From an optimization exercise on the open Yosys and OpenROAD flow, aimed at small area and few clock cycles per item; shortcuts taken in it are not production practice. Function was not checked in any run shown here: the RTL went through the layout flow alone. No activity file was given, so power comes from the tool's default toggle rates.

## flow/design.v (module list and top-level ports; edited modules follow where they fit)
// module vector_mac_pipe: 2464 lines
// module vmac_fa: 10 lines
// module vmac_oai: 9 lines
// module vmac_xnor: 7 lines
// module vmac_xor: 7 lines
// module vmac_enc: 14 lines
module vector_mac_pipe #(
    parameter int DATA_W = 16,
    parameter int FRAC   = 12,
    parameter int LEN    = 3
) (
    input  logic                  clk,
    input  logic                  rst,
    input  logic                  in_valid,
    output logic                  in_ready,
    input  logic [LEN*DATA_W-1:0] in_a,
    input  logic [LEN*DATA_W-1:0] in_b,
    input  logic                  in_first,
    input  logic                  in_last,
    output logic                  out_valid,
    input  logic                  out_ready,
    output logic [DATA_W-1:0]     out_data
);
  // ...
==> flow/flow/run.sh <==
#!/bin/bash
# The standard layout, with the port buffers made of the smallest buffer
# cell instead of the one buffer_ports picks by default; repair_design still
# upsizes any that need it.
set -euo pipefail
export BUFFER_PORTS_ARGS="-buffer_cell sky130_fd_sc_hd__buf_1"
bash standard.sh > standard.log 2>&1
==> flow/standard.sh <==
#!/bin/bash
# synth_recipe.tcl (not shown) runs the flow's synth.tcl, then flattens the netlist and writes it again
# the make line also repeats each setting of config.mk as NAME=value (left out here)
make -C /OpenROAD-flow-scripts/flow DESIGN_CONFIG=/design/flow/config.mk WORK_HOME=/design/flow/orfs CLKGATE_MAP_FILE= SYNTH_SCRIPT=/design/flow/synth_recipe.tcl "${@:-finish}"
==> flow/config.mk <==
export PLATFORM = sky130hd
export DESIGN_NAME = vector_mac_pipe
export DESIGN_NICKNAME = vector_mac_pipe
export VERILOG_FILES = /design/flow/design.v
export SDC_FILE = /design/flow/constraint.sdc
export NUM_CORES = 4
export LEC_CHECK = 0
export CAP_MARGIN = 20
export CORE_MARGIN = 2
export CORE_UTILIZATION = 40
export CTS_BUF_LIST = sky130_fd_sc_hd__clkbuf_8
export GPL_TIMING_DRIVEN = 0
export SLEW_MARGIN = 20
export SYNTH_HIERARCHICAL = 1
export SYNTH_MINIMUM_KEEP_SIZE = 0
==> flow/constraint.sdc <==
create_clock -name core_clock -period 7.0 [get_ports {clk}]
set_input_delay 1.4000 -clock core_clock [delete_from_list [all_inputs] [get_ports {clk}]]
set_output_delay 1.4000 -clock core_clock [all_outputs]
set_load 0.01 [all_outputs]
==> impl_metrics.env, run 1 <==
export IMPL_drtIter0Drc=1137
export IMPL_synthMuxAreaShare_pct=0.392
export IMPL_crit_required_ns=7.09
export IMPL_synthDistinctLibCells=40
export IMPL_use_met3_pct=3.40
export IMPL_taps=546
export IMPL_period_needed_ns=6.79
export IMPL_synth_async_sr_flop_share_pct=0
export IMPL_multi_input_area_share_pct=81.0
export IMPL_ys_ff_latch=71
export IMPL_cp_slowest_stage_delay_ns=0.71
export IMPL_grt_pass1_wl_um=78700
export IMPL_final_cell_mix="xor2_1, o22ai_1, fa_1"
export IMPL_postLayoutSetupSlackWorst_ns=0.214
export IMPL_end_kind="flop"
export IMPL_nClkBuffers=9
export IMPL_p_int_uw=6490
export IMPL_antenna_cells=1
export IMPL_nMultiInputCombCells=1450
export IMPL_crit_path_frequent_cell="fa_1"
export IMPL_gp_congestion=0.913
export IMPL_run_status="timing/DRC/antenna clean"
export IMPL_critPathMaxFanout=19
export IMPL_fmax_mhz=147
export IMPL_synth_commonest_cells="xor2_1, o22ai_1, fa_1"
export IMPL_synth_edf_count=67
export IMPL_grtUsageMet2_pct=39.1
export IMPL_final_hold_viol_count=0
export IMPL_path_cells="buf_1 -> xnor2_2 -> nand2_1 -> nand2_1 -> xor2_1 -> o22ai_1 -> fa_1 -> fa_1 -> fa_1 -> fa_1 -> fa_1 -> fa_1 -> fa_1"
export IMPL_initial_core_util_pct=40.3
export IMPL_p_seq_share_pct=13.3
==> module vmac_enc, before the edit <==
module vmac_enc (
    input  logic b2,
    input  logic b1,
    input  logic b0,
    output logic one_n,
    output logic two_n,
    output logic neg,
    output logic neg_n
);
    vmac_xnor u_one (.a(b1), .b(b0), .y(one_n));
    assign two_n = ~((b2 ^ b1) & one_n);
    assign neg_n = ~(b2 & ~(one_n & b1));
    assign neg   = ~neg_n;
endmodule
==> inputs of run 2 (changes only) <==
--- a/flow/design.v
+++ b/flow/design.v
@@ -2507,5 +2507,5 @@
     vmac_xnor u_one (.a(b1), .b(b0), .y(one_n));
     assign two_n = ~((b2 ^ b1) & one_n);
-    assign neg_n = ~(b2 & ~(one_n & b1));
+    assign neg_n = ~(b2 & ~(b1 & b0));
     assign neg   = ~neg_n;
 endmodule
==> run 2 against run 1 <==
Via count is 0.48% lower. Routed wire length is 1.4% lower. Area after synthesis stayed put. Critical path depth is 2 lower. First-iteration DRC count is 11% higher. Die area stayed put. Worst setup slack better by 0.12 ns. Non-clock buffer count is 8 lower. Design area is 0.95% lower. Largest power group unchanged.
==> impl_metrics.env, run 2 <==
export IMPL_ctsResizeCount=0
export IMPL_insertion_delay_ns=0.34
export IMPL_synthFlopType="edfxtp_1"
export IMPL_ant_nets=0
export IMPL_maxSlewViolCount=0
export IMPL_synth_top_area_share_pct=42.0
export IMPL_placed_cells=2202
export IMPL_htreeDepth=3
export IMPL_yosysWarnings=7
export IMPL_dp_slack_ns=0.0477
export IMPL_gr_usage_all_layers_pct=22.2
export IMPL_fmax_mhz=150
export IMPL_drv_cap=0
export IMPL_fin_setup_tns_ns=0
export IMPL_wire_per_inst_um=22.2
export IMPL_synth_commonest_cells="xor2_1, o22ai_1, fa_1"
export IMPL_drtPass1Iterations=5
export IMPL_tightest_slew_ns=0.972
export IMPL_crit_required_ns=7.07
export IMPL_die_height_um=212
export IMPL_cts_buffers=9
export IMPL_fin_skew_ns=0.00995
export IMPL_cp_slowest_stage_delay_ns=0.77
export IMPL_top_regs="acc (16), out_data (16), s1_hx (16)"
export IMPL_grt_start_max_net_pins=32
export IMPL_syn_area_per_cell_um2=11.3
export IMPL_area_delta_synth_final_pct=9.09
export IMPL_p_total_uw=12000
export IMPL_power_density_nw_per_um2=636
export IMPL_synth_top_cell_by_area="fa_1"
export IMPL_cpMaxStageDelayCell="xnor2_2"
export IMPL_fin_cells=2218
export IMPL_ir_drop_mv=0.513
export IMPL_postLayoutSetupSlackWorst_ns=0.335
export IMPL_first_global_vias=13600
export IMPL_holdCritPathClass="reg2reg"
export IMPL_coreArea_um2=42800
export IMPL_ys_seq_area_share_pct=12.1
export IMPL_ys_ff_latch=71
export IMPL_post_dp_hpwl_um=42000
export IMPL_leakage_uw=0.00709
export IMPL_drtIter0Drc=1262
export IMPL_reg2reg_slack_ns=1.81
export IMPL_initial_core_util_pct=40.3
export IMPL_synthDistinctLibCells=40
export IMPL_finalSetupViolations=0
export IMPL_post_route_period_util_pct=95.2
export IMPL_num_rows=76
export IMPL_final_hold_viol_count=0
export IMPL_antenna_found_initial=1
export IMPL_post_cts_buffers=0
export IMPL_grt_ovfl_total=0
export IMPL_critical_path_class="in2reg"
export IMPL_gp_congestion=0.914
export IMPL_cp_data_arrival_time_ns=6.74
export IMPL_drcViolationCount=0
export IMPL_hold_buffers=0
export IMPL_dieArea_um2=44800
export IMPL_period_needed_ns=6.66
export IMPL_synthCells=1525
export IMPL_final_common_cell="xor2_1"
export IMPL_clockBufferDepth=2
export IMPL_synth_edf_count=67
export IMPL_critPathMaxFanout=18
export IMPL_final_net_count=2161
export IMPL_max_slew_margin_rel_pct=35.0
export IMPL_die_w_um=212
export IMPL_port_buffers=119
export IMPL_layout_drive_gt1_share_pct=3.29
export IMPL_synth_async_sr_flop_share_pct=0
export IMPL_synth_most_common_cell="xor2_1"
export IMPL_rsz0062_at_grt="false"
export IMPL_antenna_cells=0
export IMPL_yosys_top_cells_area="fa_1, xor2_1, o22ai_1, edfxtp_1, ha_1"
export IMPL_path_cells="buf_1 -> xnor2_2 -> nand2_1 -> o22ai_1 -> fa_1 -> fa_1 -> fa_1 -> fa_1 -> fa_1 -> fa_1 -> fa_1"
export IMPL_cp_start_kind="input pin"
export IMPL_final_cell_mix="xor2_1, o22ai_1, fa_1"
export IMPL_grt_pass1_wl_um=77200
export IMPL_cts_root_buf="clkbuf_8"
export IMPL_crit_path_frequent_cell="fa_1"
export IMPL_vias=13400
export IMPL_totalWireLength_um=49300
export IMPL_run_status="timing/DRC/antenna clean"
export IMPL_synth_area_um2=17200
export IMPL_cts_tree="yes"
export IMPL_clkSinkCount=71
export IMPL_viasPerCell=6.04
export IMPL_io_pins=120
export IMPL_end_kind="flop"
export IMPL_path_clk_slew_ns=0.07
-- run 2: cell families after synthesis --
kind of cell	Yosys count	share of synthesized area [%]
AO/OA/AOI/OAI	433	15.9
XOR/XNOR	435	22.1
adder cells (fa/ha/maj)	392	44.2
buffers and inverters	7	0.152
flip-flops	71	12.1
multiplexers	6	0.392
other	2	0.0436
AND/OR/NAND/NOR	179	5.03
-- run 2: worst max-delay path: cells and delay by family --
kind,cells,cell delay [ns]
buf+inv,1,0.17
simple gates,1,0.67
fa+ha+maj,7,3.37
compound gates,1,0.35
xor+xnor,1,0.77
-- run 2: layout make-up --
cell class / instances / area (µm²)
Clock buffer: 9 / 124
Fill cell: 4112 / 24000
Buffer: 3 / 11.3
Tap cell: 546 / 683
Timing Repair Buffer: 125 / 519
Sequential cell: 71 / 2090
Inverter: 4 / 15.0
Clock inverter: 7 / 26.3
Multi-Input combinational cell: 1453 / 15300
-- run 2: per-stage QoR --
| step | instance area [µm²] | hold slack (ns) | utilization, % |
|---|---|---|---|
| after floorplan | 17300 | 0.436 | - |
| after global placement | 18400 | 0.443 | 43.0 |
| after detailed placement | 18700 | 0.450 | 43.6 |
| after CTS | 18800 | 0.469 | 43.9 |
| after global routing | 18800 | 0.510 | 44.0 |
| final | 18800 | 0.466 | 44.0 |
-- run 2: final timing paths --
path | startpoint | endpoint | cells past startpoint
setup / recovery | in_b[7] | s1_hy[7]$_DFFE_PP_ | 11
hold / removal | zb$_SDFFE_PP1N_ | zb$_SDFFE_PP1N_ | 1
setup reg to reg | s1_first$_DFFE_PP_ | out_data[15]$_DFFE_PP_ | 14
hold reg to reg | zb$_SDFFE_PP1N_ | zb$_SDFFE_PP1N_ | 1
-- run 2: Yosys stat by module, one instance, submodules excluded --
module	area (µm²)	times used	cells inside	flip-flops and latches
vmac_xor	8.76	378	1	0
vmac_oai	6.26	378	1	0
vmac_fa	20.0	362	1	0
vmac_enc	26.3	24	5	0
vector_mac_pipe	3480	1	263	71
vmac_xnor	8.76	24	1	0
-- run 2: power breakdown --
group | total [µW] | switching, µW | leakage, µW | internal [µW]
Combinational | 10100 | 5580 | 0.00629 | 4480
Sequential | 1640 | 78.7 | 0.000703 | 1560
Clock | 257 | 137 | 0.0000945 | 120
-- run 2: per-layer routing --
| metal | global-route usage, % | part of all wire (%) | routed length [µm] |
|---|---|---|---|
| met1 | 30.1 | 42 | 20900 |
| met5 | 0 | 0 | 0 |
| met2 | 37.7 | 48 | 23700 |
| met3 | 2.77 | 6.9 | 3410 |
| met4 | 5.97 | 2.7 | 1340 |
==> inputs of run 3 (changes only) <==
--- a/flow/design.v
+++ b/flow/design.v
@@ -2506,5 +2506,5 @@
 );
     vmac_xnor u_one (.a(b1), .b(b0), .y(one_n));
-    assign two_n = ~((b2 ^ b1) & one_n);
+    assign two_n = ~((b2 & ~b1 & ~b0) | (~b2 & b1 & b0));
     assign neg_n = ~(b2 & ~(b1 & b0));
     assign neg   = ~neg_n;
==> run 3 against run 2 <==
Still clean. Synthesized cell count stayed put. Final cell count is 1.7% higher. Utilization is 0.075 points higher. Register-to-register slack hardly changed. Clock power is 3% higher. Maximum frequency is 3.9% higher. Flip-flop and latch count stayed put. Sequential power is 4% lower. Via count is 0.53% higher. Power is 6.9% lower. Sequential share of layout area hardly changed. Largest power group unchanged. Highest routed layer unchanged.
==> impl_metrics.env, run 3 <==
export IMPL_antenna_found_initial=1
export IMPL_final_net_count=2160
export IMPL_synthMuxAreaShare_pct=0.390
export IMPL_port_buffers=119
export IMPL_cp_slowest_stage_delay_ns=0.74
export IMPL_grt_ovfl_total=0
export IMPL_synth_adder_area_share_pct=44.1
export IMPL_drtPass1Iterations=8
export IMPL_ys_ff_latch=71
export IMPL_end_kind="flop"
export IMPL_synth_async_sr_flop_share_pct=0
export IMPL_grt_pass1_wl_um=78200
export IMPL_final_hold_viol_count=0
export IMPL_synth_compound_area_share_pct=17.1
export IMPL_r2r_cells=14
export IMPL_num_rows=76
export IMPL_viasPerCell=5.96
export IMPL_vias=13500
export IMPL_crit_required_ns=7.09
export IMPL_drtIter0Drc=1076
export IMPL_synth_top_family_by_area="adder cells"
export IMPL_cts_tree="yes"
export IMPL_post_cts_buffers=0
export IMPL_path_cells="buf_1 -> nand2_1 -> nand2_1 -> xor2_1 -> o22ai_1 -> fa_1 -> fa_1 -> fa_1 -> fa_1 -> fa_1 -> fa_1 -> fa_1"
export IMPL_cpMaxStageDelayCell="nand2_1"
export IMPL_final_common_cell="xor2_1"
export IMPL_synthDistinctLibCells=41
export IMPL_grt_start_max_net_pins=32
export IMPL_gp_congestion=0.908
export IMPL_ant_nets=0
export IMPL_power_density_nw_per_um2=589
export IMPL_post_route_period_util_pct=91.6
export IMPL_tightest_slew_ns=1.05
export IMPL_ctsResizeCount=0
export IMPL_synth_edf_count=67
export IMPL_htreeDepth=3
export IMPL_yosysWarnings=7
export IMPL_max_slew_margin_rel_pct=29.5
export IMPL_first_global_vias=13600
export IMPL_post_dp_cell_area_um2=18700
export IMPL_fin_setup_tns_ns=0
export IMPL_finalSetupViolations=0
export IMPL_cp_data_arrival_time_ns=6.50
export IMPL_syn_area_per_cell_um2=11.3
export IMPL_die_w_um=212
export IMPL_synth_commonest_cells="xor2_1, o22ai_1, fa_1"
export IMPL_antenna_cells=0
export IMPL_initial_core_util_pct=40.3
export IMPL_wire_per_inst_um=21.9
export IMPL_cts_root_buf="clkbuf_8"
export IMPL_final_cell_mix="xor2_1, o22ai_1, fa_1"
export IMPL_synth_top_cell_by_area="fa_1"
export IMPL_fin_skew_ns=0.00889
export IMPL_die_height_um=212
export IMPL_synth_area_um2=17300
export IMPL_cp_start_kind="input pin"
export IMPL_yosys_top_cells_area="fa_1, xor2_1, o22ai_1, edfxtp_1, ha_1"
export IMPL_fin_cells=2256
export IMPL_layout_drive_gt1_share_pct=3.29
export IMPL_gr_usage_all_layers_pct=22.5
export IMPL_synthCells=1525
export IMPL_dieArea_um2=44900
export IMPL_maxSlewViolCount=0
export IMPL_leakage_uw=0.00702
export IMPL_hold_depth=1
export IMPL_clkSinkCount=71
export IMPL_critical_path_class="in2reg"
export IMPL_fmax_mhz=156
export IMPL_top_regs="acc (16), out_data (16), s1_hx (16)"
export IMPL_synth_top_area_share_pct=41.9
export IMPL_path_clk_slew_ns=0.07
export IMPL_coreArea_um2=42900
export IMPL_cts_buffers=9
export IMPL_critPathMaxFanout=17
export IMPL_fin_area_um2=18900
export IMPL_insertion_delay_ns=0.35
export IMPL_synthFlopType="edfxtp_1"
export IMPL_totalWireLength_um=49400
export IMPL_p_total_uw=11100
export IMPL_crit_path_frequent_cell="fa_1"
export IMPL_drcViolationCount=0
export IMPL_run_status="timing/DRC/antenna clean"
export IMPL_hold_buffers=0
export IMPL_area_delta_synth_final_pct=9.14
export IMPL_drv_cap=0
export IMPL_post_dp_hpwl_um=42300
export IMPL_clockBufferDepth=2
export IMPL_synth_simple_area_share_pct=5.36
export IMPL_period_needed_ns=6.42
export IMPL_ir_drop_mv=0.514
export IMPL_ys_seq_area_share_pct=12.1
export IMPL_synth_xor_area_share_pct=20.8
export IMPL_io_pins=120
export IMPL_holdCritPathClass="reg2reg"
export IMPL_rsz0062_at_grt="false"
export IMPL_synth_most_common_cell="xor2_1"
export IMPL_placed_cells=2240
[run 3: cell types whose count changed in the layout (fill, tap and decap cells not counted), sizes merged, moves of 4 or more]
cell / previous run / this run
nand2b: 1 / 25
buf: 126 / 122
o22a: 0 / 24
xor2: 405 / 381
nand2: 90 / 66
[run 3: cell type report]
cell class / instances / area (µm²)
well taps: 585 / 732
flip-flops and latches: 71 / 2090
repair buffers: 121 / 474
fillers: 4086 / 24000
clock buffers: 9 / 124
plain buffers: 3 / 11.3
inverters: 4 / 15.0
clock inverters: 7 / 32.5
multi-input cells: 1456 / 15400
[run 3: power by group]
group          switching, µW  total [µW]  internal, µW
combinational           5160        9290          4130
clock                    143         265           122
sequential              78.0        1570          1490
[run 3: per-module statistics from Yosys (local to each module, per instance)]
module           area, µm²  cells  copies in the design  flops+latches
vmac_oai              6.26      1                   378              0
vector_mac_pipe       3480    263                     1             71
vmac_xnor             8.76      1                    24              0
vmac_xor              8.76      1                   378              0
vmac_enc              28.8      5                    24              0
vmac_fa               20.0      1                   362              0
[run 3: routing by layer]
layer | vias up | GRT usage [%] | share of wire [%]
li1 | 5917 | - | -
met1 | 6906 | 31.1 | 43
met2 | 571 | 38.3 | 49
met3 | 63 | 2.33 | 6.3
met4 | 0 | 5.29 | 2.3
met5 | - | 0 | 0
[run 3: path summary, 6_finish.rpt]
check	slack, ns	end	start
setup / recovery	0.58	s1_hy[6]$_DFFE_PP_	in_b[7]
hold / removal	0.47	zb$_SDFFE_PP1N_	zb$_SDFFE_PP1N_
setup reg to reg	1.80	out_data[15]$_DFFE_PP_	s1_first$_DFFE_PP_
hold reg to reg	0.47	zb$_SDFFE_PP1N_	zb$_SDFFE_PP1N_
[run 3: through the flow]
stage | worst slack (ns) | util (%) | hold slack, ns
2_1_floorplan | 1.14 | - | 0.436
3_3_place_gp | 0.334 | 43.2 | 0.444
3_5_place_dp | 0.253 | 43.7 | 0.455
4_1_cts | 0.650 | 44.0 | 0.473
5_1_grt | 0.437 | 44.0 | 0.506
6_report | 0.585 | 44.0 | 0.469
[run 3: cells by family (layout without fill, tap and decap cells)]
logic type               count (synthesis)  count (layout)
buffers and inverters                    7             144
other                                    2              11
adder cells (fa/ha/maj)                392             392
AND/OR/NAND/NOR                        179             179
XOR/XNOR                               411             411
multiplexers                             6               6
flip-flops                              71              71
AO/OA/AOI/OAI                          457             457
[run 3: worst max-delay path, delay by kind of cell]
| kind | cells | cell delay, ns |
|---|---|---|
| adder cells (fa/ha/maj) | 7 | 3.42 |
| XOR/XNOR | 1 | 0.28 |
| AND/OR/NAND/NOR | 2 | 0.89 |
| AO/OA/AOI/OAI | 1 | 0.18 |
| buffers and inverters | 1 | 0.31 |

## separate check: timing with driven ports
In the flow no input, the clock included, has a driving cell. The finished layouts below were timed again as built, in two steps. Step 1 sets driving cells, clkbuf_16 on the clock port and buf_2 on the other inputs (assumed; they add their load-dependent delay and slew). Step 2 times the ports against the registers' clock, not the clock port: input delays grow and output delays shrink by t, the midpoint of the rising clock arrivals with the driver on. a / b / c = ideal ports / drivers / drivers and shift; a / b = the first two.
run | t, ns | setup WS [ns] | worst hold slack (ns) | worst setup path after step 2 | worst slew at a driven data input, ns
run 1 | 0.377 | 0.214 / 0.223 / -0.154 | 0.465 / 0.465 / 0.465 | input to register | 0.06
run 2 | 0.364 | 0.335 / 0.336 / -0.028 | 0.466 / 0.466 / 0.466 | input to register | 0.06
run 3 | 0.381 | 0.585 / 0.596 / 0.215 | 0.469 / 0.469 / 0.469 | input to register | 0.07
With both steps, setup timing fails in run 1 and run 2, where it was met with ideal ports. For run 3, which loses most, drivers alone change the setup slack by +0.011 ns; drivers and shift together by -0.370 ns.
